This design comes from an exercise in tuning for small area, a short achievable clock period and few clock cycles per item on the open sky130 flow, not from production work. RTL that was checked went through simulation tests only; none was proved equivalent to the original.

==> pepper: inputs <==
Design fp_mul_rr_sched, start of the top module:
module fp_mul_rr_sched #(
  parameter int NEXP  = 8,
  parameter int NSIG  = 23,
  parameter int NREQ  = 4,
  parameter int IDW   = $clog2(NREQ),
  parameter int NFLAG = 6
) (
  input  logic                           clk,
  input  logic                           rst_n,
  input  logic [NREQ-1:0]                req_valid,
  output logic [NREQ-1:0]                req_ready,
  input  logic [NREQ*(NEXP+NSIG+1)-1:0]  req_a,
  input  logic [NREQ*(NEXP+NSIG+1)-1:0]  req_b,
  input  logic [NREQ*3-1:0]              req_rnd,
  output logic                           rsp_valid,
  input  logic                           rsp_ready,
  output logic [NEXP+NSIG:0]             rsp_p,
  output logic [NFLAG-1:0]               rsp_flags,
  output logic [IDW-1:0]                 rsp_id,
  output logic                           busy
);
export LEC_CHECK = 0
export CAP_MARGIN = 20
export CORE_MARGIN = 2
export CORE_UTILIZATION = 60
export SLEW_MARGIN = 20
export SYNTH_HIERARCHICAL = 1
create_clock -name core_clock -period 18.0 [get_ports {clk}]
standard.sh (not shown) runs the stock make flow with config.mk's settings and CLKGATE_MAP_FILE= SYNTH_SCRIPT=/design/flow/synth_recipe.tcl, a recipe that flattens the netlist after the stock synthesis.
==> flow/flow/run.sh <==
#!/bin/bash
# Standard ORFS layout (the standard.sh), with plain buffers on the ports
# instead of the delay cells buffer_ports picks by default, and with timing
# repair asked to keep a setup margin, so that it works on the paths that set
# the achieved period rather than stopping once the 18 ns clock is met.
set -euo pipefail
export BUFFER_PORTS_ARGS="-buffer_cell sky130_fd_sc_hd__buf_1"
export SETUP_SLACK_MARGIN=10
bash standard.sh finish > standard_flow.log 2>&1
==> raven: changes against pepper <==
--- a/flow/design.v
+++ b/flow/design.v
@@ -18,15 +18,13 @@
   output logic [NFLAG-1:0]               rsp_flags,
   output logic [IDW-1:0]                 rsp_id,
   output logic                           busy
 );
   localparam int W = NEXP + NSIG + 1;
-  logic            v2, adv2, adv3, take, room;
+  logic            v2, adv2, adv3, take, room, s1Ok, predOk;
   logic [IDW-1:0]  s1Id, predIdx;
-  logic [NREQ-1:0] ptrOh, s1Oh, choiceOh, nextOh, predOh, ptrNext;
-  logic [NREQ-1:0] s1Mask, predMask;
-  logic            go;
+  logic [NREQ-1:0] ptrOh, s1Oh, choiceOh, nextOh, predOh;
   assign adv3 = !rsp_valid || rsp_ready;
   assign adv2 = !v2 || adv3;
   assign busy = v2 || rsp_valid;
   function automatic logic [NREQ-1:0] rr_first(input logic [NREQ-1:0] v,
                                                input logic [NREQ-1:0] startOh);
@@ -41,61 +39,32 @@
       end
       r[i] = v[i] & hit;
     end
     rr_first = r;
   endfunction
-  function automatic logic [NREQ-1:0] between(input logic [NREQ-1:0] p,
-                                              input logic [NREQ-1:0] q);
-    logic [NREQ-1:0] r;
-    logic            seenQ;
-    for (int j = 0; j < NREQ; j++) begin
-      r[j]  = 1'b0;
-      seenQ = 1'b0;
-      for (int d = 1; d < NREQ; d++) begin
-        seenQ = seenQ | q[(j - d + 1 + NREQ) % NREQ];
-        r[j]  = r[j] | (p[(j - d + NREQ) % NREQ] & ~seenQ);
-      end
-    end
-    between = r;
-  endfunction
-  assign go        = room || rsp_ready;
-  assign take      = |(req_valid & s1Oh) && !(|(req_valid & s1Mask)) && go;
-  if (NREQ == 4) begin : gReady4
-    for (genvar i = 0; i < 4; i++) begin : gReq
-      localparam int J1 = (i + 1) % 4, J2 = (i + 2) % 4, J3 = (i + 3) % 4;
-      logic clr;
-      aoi222 uClr (.a1(req_valid[J1]), .a2(s1Mask[J1]), .b1(req_valid[J2]), .b2(s1Mask[J2]),
-                   .c1(req_valid[J3]), .c2(s1Mask[J3]), .y(clr));
-      and4m uRdy (.a(s1Oh[i]), .b(req_valid[i]), .c(clr), .d(go), .y(req_ready[i]));
-    end
-  end else begin : gReadyN
-    always_comb begin
-      for (int i = 0; i < NREQ; i++)
-        req_ready[i] = s1Oh[i] && req_valid[i] && !(|(req_valid & s1Mask)) && go;
-    end
-  end
   assign choiceOh  = rr_first(req_valid, ptrOh);
+  assign take      = s1Ok && |(choiceOh & s1Oh) && (room || rsp_ready);
+  assign req_ready = (s1Ok && (room || rsp_ready)) ? (choiceOh & s1Oh) : '0;
   assign nextOh = rr_first(req_valid & ~s1Oh, s1Oh);
-  assign predOh   = take ? nextOh : choiceOh;
-  assign ptrNext  = take ? s1Oh : ptrOh;
-  assign predMask = between(ptrNext, predOh);
+  assign predOh = take ? nextOh : choiceOh;
+  assign predOk = |predOh;
   always_comb begin
     predIdx = '0;
     for (int i = 0; i < NREQ; i++) if (predOh[i]) predIdx = IDW'(i);
   end
   always_ff @(posedge clk or negedge rst_n) begin
     if (!rst_n) begin
       v2        <= 1'b0;
       rsp_valid <= 1'b0;
       ptrOh     <= NREQ'(1) << (NREQ - 1);
-      s1Oh      <= '0;
+      s1Ok      <= 1'b0;
       room      <= 1'b0;
     end else begin
       if (adv2) v2 <= take;
       if (adv3) rsp_valid <= v2;
-      ptrOh <= ptrNext;
-      s1Oh  <= predOh;
+      if (take) ptrOh <= s1Oh;
+      s1Ok  <= predOk;
       room  <= !((adv2 ? take : v2) && (adv3 ? v2 : rsp_valid));
     end
   end
   logic [W-1:0]   s1A, s1B;
   logic           s1Rnd, s1HidA, s1HidB;
@@ -130,20 +99,19 @@
     s1B    <= s1In_b;
     s1Rnd  <= s1In_r;
     s1HidA <= s1In_ha;
     s1HidB <= s1In_hb;
     s1Id   <= predIdx;
-    s1Mask <= predMask;
+    s1Oh   <= predOh;
   end
   logic [NEXP-1:0] expA, expB;
   logic [NSIG-1:0] fracA, fracB;
   logic            nanA, nanB, infA, infB, zeroA, zeroB, subA, subB;
   logic [47:0]     prod;
-  logic [4:0]      lzA, lzB, lzm;
-  logic [8:0]      sumE;
-  logic signed [10:0] d;
-  logic [5:0]      uL, uR;
+  logic [4:0]      lzA, lzB;
+  logic [5:0]      lzm;
+  logic signed [10:0] k, d, c, u;
   assign expA  = s1A[W-2:NSIG];
   assign expB  = s1B[W-2:NSIG];
   assign fracA = s1A[NSIG-1:0];
   assign fracB = s1B[NSIG-1:0];
   assign subA  = ~(|expA);
@@ -160,27 +128,28 @@
     for (int i = 0; i < NSIG; i++) if (fracA[i]) lzA = 5'(NSIG - i);
     if (!subA) lzA = 5'd0;
     lzB = 5'd24;
     for (int i = 0; i < NSIG; i++) if (fracB[i]) lzB = 5'(NSIG - i);
     if (!subB) lzB = 5'd0;
-    lzm = lzA | lzB;
-    sumE = 9'({expA[7:1], expA[0] | subA}) + 9'({expB[7:1], expB[0] | subB});
-    d = 11'(sumE) - 11'sd127 - 11'(lzm);
-    uL = 6'd24 - 6'(lzm);
-    uR = (sumE < 9'd102) ? 6'd63 : 6'(9'd151 - sumE);
+    lzm = 6'(lzA) + 6'(lzB);
+    k = 11'({expA[7:1], expA[0] | subA}) + 11'({expB[7:1], expB[0] | subB}) - 11'sd127;
+    d = k - 11'(lzm);
+    c = (d >= 0) ? 11'(lzm) : k;
+    u = 11'sd24 - c;
   end
   logic [47:0]    s2P;
   logic [5:0]     s2U;
-  logic           s2DGt0;
-  logic [7:0]     s2E;
+  logic           s2DGe0, s2DGt0;
+  logic [8:0]     s2D;
   logic           s2Sgn, s2Rnd, s2Nan, s2Inf, s2Zero, s2Snan;
   logic [IDW-1:0] s2Id;
   always_ff @(posedge clk) begin
     if (adv2) begin
       s2P    <= prod;
-      s2U    <= (d >= 0) ? uL : uR;
-      s2E    <= (d < 0) ? 8'd0 : (d > 11'sd255) ? 8'd255 : d[7:0];    
+      s2U    <= (u > 11'sd49) ? 6'd63 : u[5:0];    
+      s2D    <= d[8:0];
+      s2DGe0 <= d >= 0;
       s2DGt0 <= d > 0;
       s2Sgn  <= s1A[W-1] ^ s1B[W-1];
       s2Rnd  <= s1Rnd;
       s2Nan  <= nanA | nanB | (infA & zeroB) | (zeroA & infB);
       s2Inf  <= infA | infB;
@@ -201,11 +170,11 @@
   always_comb begin
     q47   = q[25];
     fine  = s2DGt0 & ~q47;
     frac  = fine ? q[23:1] : q[24:2];
     guard = fine ? q[0] : q[1];
-    e     = 10'(s2E) + 10'(q47);    
+    e     = s2DGe0 ? 10'(s2D) + 10'(q47) : 10'd0;
     ovf   = e > 10'd254;
     mag   = {e[7:0], frac} + 31'(s2Rnd & guard);
     if (s2Nan)                pOut = 32'h7FC00000;
     else if (s2Inf || ovf)    pOut = {s2Sgn, 8'hFF, 23'b0};
     else if (s2Zero)          pOut = {s2Sgn, 31'b0};
@@ -226,17 +195,10 @@
     fracNz  = |rsp_p[22:0];
     rsp_flags = {~allOnes & ~allZero, allZero & fracNz, allZero & ~fracNz,
                  allOnes & ~fracNz, allOnes & fracNz, rSnan};
   end
 endmodule
-module aoi222 (input logic a1, input logic a2, input logic b1, input logic b2,
-               input logic c1, input logic c2, output logic y);
-  assign y = ~((a1 & a2) | (b1 & b2) | (c1 & c2));
-endmodule
-module and4m (input logic a, input logic b, input logic c, input logic d, output logic y);
-  assign y = a & b & c & d;
-endmodule
 module mul24 (
   input  logic [23:0] a,
   input  logic [23:0] b,
   output logic [47:0] p
 );
==> flow/flow/run.sh (replaced) <==
#!/bin/bash
# Standard ORFS layout (the standard.sh), with plain buffers on the ports
# instead of the delay cells buffer_ports picks by default.
set -euo pipefail
export BUFFER_PORTS_ARGS="-buffer_cell sky130_fd_sc_hd__buf_1"
bash standard.sh finish > standard_flow.log 2>&1
Settings changed: CORE_UTILIZATION 60 to 40.
==> notes <==
- Between raven and pepper, the lower die area is in pepper (gap 49%, measured against pepper).
- Of pepper and raven, raven has the higher critical path depth (gap 5).
- Fmax: pepper is higher than raven (4.9%).
- Via count: raven is lower than pepper (2.7%).
- Of raven and pepper, pepper has the higher register-to-register slack (gap 0.20 ns).
- In raven the clock skew is higher than in pepper, by 0.0012 ns.
- In clock-buffer cell count, pepper and raven do not differ.
- Between raven and pepper, the lower sequential share of layout area is in raven (gap 0.37 points).
- Against pepper, the design area of raven is higher by about 1.4%.
Testbench counts of raven, summed over its fixed seeds: cycles 14,682, items 12,800.
Only the layout flow was run in pepper; the RTL was not checked for function there.

========
==> v21 <==
fp_mul_rr_sched, a different RTL version from the one above (not shown whole).
clock: 18.0 ns
lec_check: 0
cap_margin: 20
core_margin: 2
core_utilization: 40
slew_margin: 20
synth_hierarchical: 1
==> flow/flow/run.sh <==
#!/bin/bash
# Standard ORFS layout (the standard.sh), with plain buffers on the ports
# instead of the delay cells buffer_ports picks by default, and with timing
# repair asked to keep a setup margin, so that it works on the paths that set
# the achieved period rather than stopping once the 18 ns clock is met.
set -euo pipefail
export BUFFER_PORTS_ARGS="-buffer_cell sky130_fd_sc_hd__buf_1"
export SETUP_SLACK_MARGIN=10.6
bash standard.sh finish > standard_flow.log 2>&1
==> v9: changes against v21 <==
--- a/flow/design.v
+++ b/flow/design.v
@@ -17,17 +17,15 @@
   output logic [NEXP+NSIG:0]             rsp_p,
   output logic [NFLAG-1:0]               rsp_flags,
   output logic [IDW-1:0]                 rsp_id,
   output logic                           busy
 );
   localparam int W = NEXP + NSIG + 1;
-  logic            v2, adv2, adv3, take, room;
+  logic            v2, adv2, adv3, take, room, s1Ok, predOk;
   logic [IDW-1:0]  s1Id, predIdx;
-  logic [NREQ-1:0] ptrOh, s1Oh, choiceOh, nextOh, predOh, ptrNext;
-  logic [NREQ-1:0] s1Mask, predMask;
-  logic            go;
+  logic [NREQ-1:0] ptrOh, s1Oh, choiceOh, nextOh, predOh;
   assign adv3 = !rsp_valid || rsp_ready;
   assign adv2 = !v2 || adv3;
   assign busy = v2 || rsp_valid;
   function automatic logic [NREQ-1:0] rr_first(input logic [NREQ-1:0] v,
                                                input logic [NREQ-1:0] startOh);
     logic [NREQ-1:0] r;
@@ -40,101 +38,71 @@
         hit = hit | (startOh[(i - gap + NREQ) % NREQ] & clear);
       end
       r[i] = v[i] & hit;
     end
     rr_first = r;
   endfunction
-  function automatic logic [NREQ-1:0] between(input logic [NREQ-1:0] p,
-                                              input logic [NREQ-1:0] q);
-    logic [NREQ-1:0] r;
-    logic            seenQ;
-    for (int j = 0; j < NREQ; j++) begin
-      r[j]  = 1'b0;
-      seenQ = 1'b0;
-      for (int d = 1; d < NREQ; d++) begin
-        seenQ = seenQ | q[(j - d + 1 + NREQ) % NREQ];
-        r[j]  = r[j] | (p[(j - d + NREQ) % NREQ] & ~seenQ);
-      end
-    end
-    between = r;
-  endfunction
-  assign go        = room || rsp_ready;
-  assign take      = |(req_valid & s1Oh) && !(|(req_valid & s1Mask)) && go;
-  always_comb begin
-    for (int i = 0; i < NREQ; i++)
-      req_ready[i] = s1Oh[i] && req_valid[i] && !(|(req_valid & s1Mask)) && go;
-  end
   assign choiceOh  = rr_first(req_valid, ptrOh);
+  assign take      = s1Ok && |(choiceOh & s1Oh) && (room || rsp_ready);
+  assign req_ready = (s1Ok && (room || rsp_ready)) ? (choiceOh & s1Oh) : '0;
   assign nextOh = rr_first(req_valid & ~s1Oh, s1Oh);
-  assign predOh   = take ? nextOh : choiceOh;
-  assign ptrNext  = take ? s1Oh : ptrOh;
-  assign predMask = between(ptrNext, predOh);
+  assign predOh = take ? nextOh : choiceOh;
+  assign predOk = |predOh;
   always_comb begin
     predIdx = '0;
     for (int i = 0; i < NREQ; i++) if (predOh[i]) predIdx = IDW'(i);
   end
   always_ff @(posedge clk or negedge rst_n) begin
     if (!rst_n) begin
       v2        <= 1'b0;
       rsp_valid <= 1'b0;
       ptrOh     <= NREQ'(1) << (NREQ - 1);
-      s1Oh      <= '0;
+      s1Ok      <= 1'b0;
       room      <= 1'b0;
     end else begin
       if (adv2) v2 <= take;
       if (adv3) rsp_valid <= v2;
-      ptrOh <= ptrNext;
-      s1Oh  <= predOh;
+      if (take) ptrOh <= s1Oh;
+      s1Ok  <= predOk;
       room  <= !((adv2 ? take : v2) && (adv3 ? v2 : rsp_valid));
     end
   end
   logic [W-1:0]   s1A, s1B;
   logic           s1Rnd, s1HidA, s1HidB;
   logic [W-1:0]   s1In_a, s1In_b;
   logic           s1In_r, s1In_ha, s1In_hb;
-  localparam int SW = 2 * W + 3;
-  logic [SW-1:0]   selIn [NREQ];
-  logic [SW-1:0]   selOut;
-  logic [NREQ-1:0] predN;
-  assign predN = ~predOh;
   always_comb begin
-    for (int i = 0; i < NREQ; i++)
-      selIn[i] = {req_a[i*W +: W], req_b[i*W +: W], req_rnd[i*3 +: 3] == 3'b100,
-                  |req_a[i*W + NSIG +: NEXP], |req_b[i*W + NSIG +: NEXP]};
-  end
-  if (NREQ == 4) begin : gSel4
-    for (genvar g = 0; g < SW; g++) begin : gBit
-      logic h01, h23;
-      mxi uLo (.a(selIn[0][g]), .b(selIn[1][g]), .sn(predN[0]), .s(predN[1]), .y(h01));
-      mxi uHi (.a(selIn[2][g]), .b(selIn[3][g]), .sn(predN[2]), .s(predN[3]), .y(h23));
-      assign selOut[g] = ~(h01 | h23);
-    end
-  end else begin : gSelN
-    always_comb begin
-      selOut = '0;
-      for (int i = 0; i < NREQ; i++) selOut |= selIn[i] & {SW{predOh[i]}};
+    logic [W-1:0] a, b;
+    logic [2:0]   r;
+    logic         ha, hb;
+    a = '0; b = '0; r = '0; ha = 1'b0; hb = 1'b0;
+    for (int i = 0; i < NREQ; i++) begin
+      a  |= req_a[i*W +: W] & {W{predOh[i]}};
+      b  |= req_b[i*W +: W] & {W{predOh[i]}};
+      r  |= req_rnd[i*3 +: 3] & {3{predOh[i]}};
+      ha |= (|req_a[i*W + NSIG +: NEXP]) & predOh[i];
+      hb |= (|req_b[i*W + NSIG +: NEXP]) & predOh[i];
     end
+    s1In_a = a; s1In_b = b; s1In_r = (r == 3'b100); s1In_ha = ha; s1In_hb = hb;
   end
-  assign {s1In_a, s1In_b, s1In_r, s1In_ha, s1In_hb} = selOut;
   always_ff @(posedge clk) begin
     s1A    <= s1In_a;
     s1B    <= s1In_b;
     s1Rnd  <= s1In_r;
     s1HidA <= s1In_ha;
     s1HidB <= s1In_hb;
     s1Id   <= predIdx;
-    s1Mask <= predMask;
+    s1Oh   <= predOh;
   end
   logic [NEXP-1:0] expA, expB;
   logic [NSIG-1:0] fracA, fracB;
   logic            nanA, nanB, infA, infB, zeroA, zeroB, subA, subB;
   logic [47:0]     prod;
-  logic [4:0]      lzA, lzB, lzm;
-  logic [8:0]      sumE;
-  logic signed [10:0] d;
-  logic [5:0]      uL, uR;
+  logic [4:0]      lzA, lzB;
+  logic [5:0]      lzm;
+  logic signed [10:0] k, d, c, u;
   assign expA  = s1A[W-2:NSIG];
   assign expB  = s1B[W-2:NSIG];
   assign fracA = s1A[NSIG-1:0];
   assign fracB = s1B[NSIG-1:0];
   assign subA  = ~(|expA);
   assign subB  = ~(|expB);
@@ -149,29 +117,30 @@
     lzA = 5'd24;
     for (int i = 0; i < NSIG; i++) if (fracA[i]) lzA = 5'(NSIG - i);
     if (!subA) lzA = 5'd0;
     lzB = 5'd24;
     for (int i = 0; i < NSIG; i++) if (fracB[i]) lzB = 5'(NSIG - i);
     if (!subB) lzB = 5'd0;
-    lzm = lzA | lzB;
-    sumE = 9'({expA[7:1], expA[0] | subA}) + 9'({expB[7:1], expB[0] | subB});
-    d = 11'(sumE) - 11'sd127 - 11'(lzm);
-    uL = 6'd24 - 6'(lzm);
-    uR = (sumE < 9'd102) ? 6'd63 : 6'(9'd151 - sumE);
+    lzm = 6'(lzA) + 6'(lzB);
+    k = 11'({expA[7:1], expA[0] | subA}) + 11'({expB[7:1], expB[0] | subB}) - 11'sd127;
+    d = k - 11'(lzm);
+    c = (d >= 0) ? 11'(lzm) : k;
+    u = 11'sd24 - c;
   end
   logic [47:0]    s2P;
   logic [5:0]     s2U;
-  logic           s2DGt0;
-  logic [7:0]     s2E;
+  logic           s2DGe0, s2DGt0;
+  logic [8:0]     s2D;
   logic           s2Sgn, s2Rnd, s2Nan, s2Inf, s2Zero, s2Snan;
   logic [IDW-1:0] s2Id;
   always_ff @(posedge clk) begin
     if (adv2) begin
       s2P    <= prod;
-      s2U    <= (d >= 0) ? uL : uR;
-      s2E    <= (d < 0) ? 8'd0 : (d > 11'sd255) ? 8'd255 : d[7:0];    
+      s2U    <= (u > 11'sd49) ? 6'd63 : u[5:0];    
+      s2D    <= d[8:0];
+      s2DGe0 <= d >= 0;
       s2DGt0 <= d > 0;
       s2Sgn  <= s1A[W-1] ^ s1B[W-1];
       s2Rnd  <= s1Rnd;
       s2Nan  <= nanA | nanB | (infA & zeroB) | (zeroA & infB);
       s2Inf  <= infA | infB;
       s2Zero <= zeroA | zeroB;
@@ -190,13 +159,13 @@
   shr26 uShr (.x(pExt), .u(s2U), .q(q));
   always_comb begin
     q47   = q[25];
     fine  = s2DGt0 & ~q47;
     frac  = fine ? q[23:1] : q[24:2];
     guard = fine ? q[0] : q[1];
-    e     = 10'(s2E) + 10'(q47);    
+    e     = s2DGe0 ? 10'(s2D) + 10'(q47) : 10'd0;
     ovf   = e > 10'd254;
     mag   = {e[7:0], frac} + 31'(s2Rnd & guard);
     if (s2Nan)                pOut = 32'h7FC00000;
     else if (s2Inf || ovf)    pOut = {s2Sgn, 8'hFF, 23'b0};
     else if (s2Zero)          pOut = {s2Sgn, 31'b0};
     else                      pOut = {s2Sgn, mag};
==> flow/flow/run.sh (replaced) <==
#!/bin/bash
# Standard ORFS layout (the standard.sh), with plain buffers on the ports
# instead of the delay cells buffer_ports picks by default.
set -euo pipefail
export BUFFER_PORTS_ARGS="-buffer_cell sky130_fd_sc_hd__buf_1"
bash standard.sh finish > standard_flow.log 2>&1
==> v32: changes against v21 <==
==> flow/flow/run.sh (replaced) <==
#!/bin/bash
# Standard ORFS layout (the standard.sh), with plain buffers on the ports
# instead of the delay cells buffer_ports picks by default, and with timing
# repair asked to keep a setup margin, so that it works on the paths that set
# the achieved period rather than stopping once the 18 ns clock is met.
set -euo pipefail
export BUFFER_PORTS_ARGS="-buffer_cell sky130_fd_sc_hd__buf_1"
export SETUP_SLACK_MARGIN=10
export RECOVER_POWER=100
bash standard.sh finish > standard_flow.log 2>&1
==> v5: changes against v21 <==
==> flow/flow/run.sh (replaced) <==
#!/bin/bash
# Standard ORFS layout (the standard.sh), with plain buffers on the ports
# instead of the delay cells buffer_ports picks by default, and with timing
# repair asked to keep a setup margin, so that it works on the paths that set
# the achieved period rather than stopping once the 18 ns clock is met.
set -euo pipefail
export BUFFER_PORTS_ARGS="-buffer_cell sky130_fd_sc_hd__buf_1"
export SETUP_SLACK_MARGIN=10
bash standard.sh finish > standard_flow.log 2>&1
Settings changed: CORE_UTILIZATION 40 to 70.
==> notes <==
- v21 ran to the end with no violations. v9 went through all stages and came out clean. v32 finished but fails on max-capacitance violations, max-slew violations. v5 produced a clean layout.
- In v21 the area after synthesis is lower than in v9, by 1.6%.
- In v9 the utilization is lower than in v21, by 0.94 points.
- The highest non-clock buffer count belongs to v9, the lowest to v5.
- The lowest first-iteration DRC count belongs to v21, the highest to v5.
- Worst hold slack is about the same in v32 and v5.
- In v21 the register-to-register slack is better than in v32, by 2.7 ns.
==> figures <==
metric                                                             v9                                              v32           v21            v5
Most frequent CP cell                                           buf_1                                             fa_1             -             -
Top-area cell type share of the netlist area                    23.6%                                            23.9%         23.9%         23.9%
Least setup slack across all paths after layout               9.44 ns                                          8.18 ns      10.06 ns      10.04 ns
Proportion of cell area occupied by multi-input gates           68.3%                                            67.9%         67.5%         69.1%
Iter 0 DRT Violations                                           2,465                                            2,500         2,284         4,122
Critical path launch point                               req_valid[1]                                           s1B[1]  req_valid[0]  req_valid[0]
Worst path buffer plus inverter count                               3                                                1             2             2
Well-Tap Cells                                                    790                                              782           782           455
Number of multi-input combinational cells in the layout         2,192                                            2,188         2,188         2,188
Drt first pass iters                                                6                                                6             6            14
Clock period minus worst slack                                8.56 ns                                          9.82 ns       7.94 ns       7.96 ns
Run status                                   timing/DRC/antenna clean                       complete, but fails checks  timing/DRC/antenna clean  timing/DRC/antenna clean
Reasons for failing layout checks                                   -  max-capacitance violations, max-slew violations             -             -
Worst path slowest cell                                        nor2_1                                         clkbuf_1      o211ai_1      o211ai_1
Initial Util                                                    40.3%                                            40.4%         40.4%         70.7%
FF+latch count, synth                                             189                                              190           190           190
Post-synthesis average cell area                             9.49 um2                                         9.50 um2      9.50 um2      9.50 um2
Testbench counts of v21, summed over its fixed seeds: cycles 14,682, items 12,800.
Testbench counts of v32, summed over its fixed seeds: cycles 14,682, items 12,800.
Testbench counts of v5, summed over its fixed seeds: cycles 14,682, items 12,800.
For v9, only the layout was checked, not whether the RTL still works.

==> afterwards: timing with drivers on the ports <==
In the flow no input, the clock included, has a driving cell. The finished layouts below were timed again as built, in two steps.
Step 1 sets driving cells, clkbuf_16 on the clock port and buf_2 on the other inputs (assumed; they add their load-dependent delay and slew).
Step 2 moves the port delays by t, midway between the first and last clock arrival at a register: inputs arrive t later, outputs are due t later. That takes back most of the time a late clock gives input paths.
Three values: ideal ports, drivers, drivers and shift; two values: the first two.
run | t (ns) | setup slack, ns | worst hold slack (ns) | worst setup path at the end | cell pins on the clock port's net
pepper | 0.517 | 9.956 / 9.894 / 9.894 | 0.409 / 0.409 / 0.409 | input to output | 1
raven | 0.540 | 9.562 / 9.529 / 9.529 | 0.409 / 0.409 / 0.409 | input to output | 1
v21 | 0.543 | 10.055 / 10.010 / 10.010 | 0.410 / 0.410 / 0.410 | input to output | 1
v9 | 0.546 | 9.437 / 9.410 / 9.410 | 0.422 / 0.422 / 0.422 | input to output | 1
v32 | 0.550 | 8.175 / 8.175 / 8.175 | 0.410 / 0.410 / 0.410 | register to register | 1
v5 | 0.522 | 10.041 / 9.995 / 9.995 | 0.410 / 0.410 / 0.410 | input to output | 1
For pepper, which loses most, drivers alone change the setup slack by -0.062 ns; drivers and shift together by -0.062 ns.
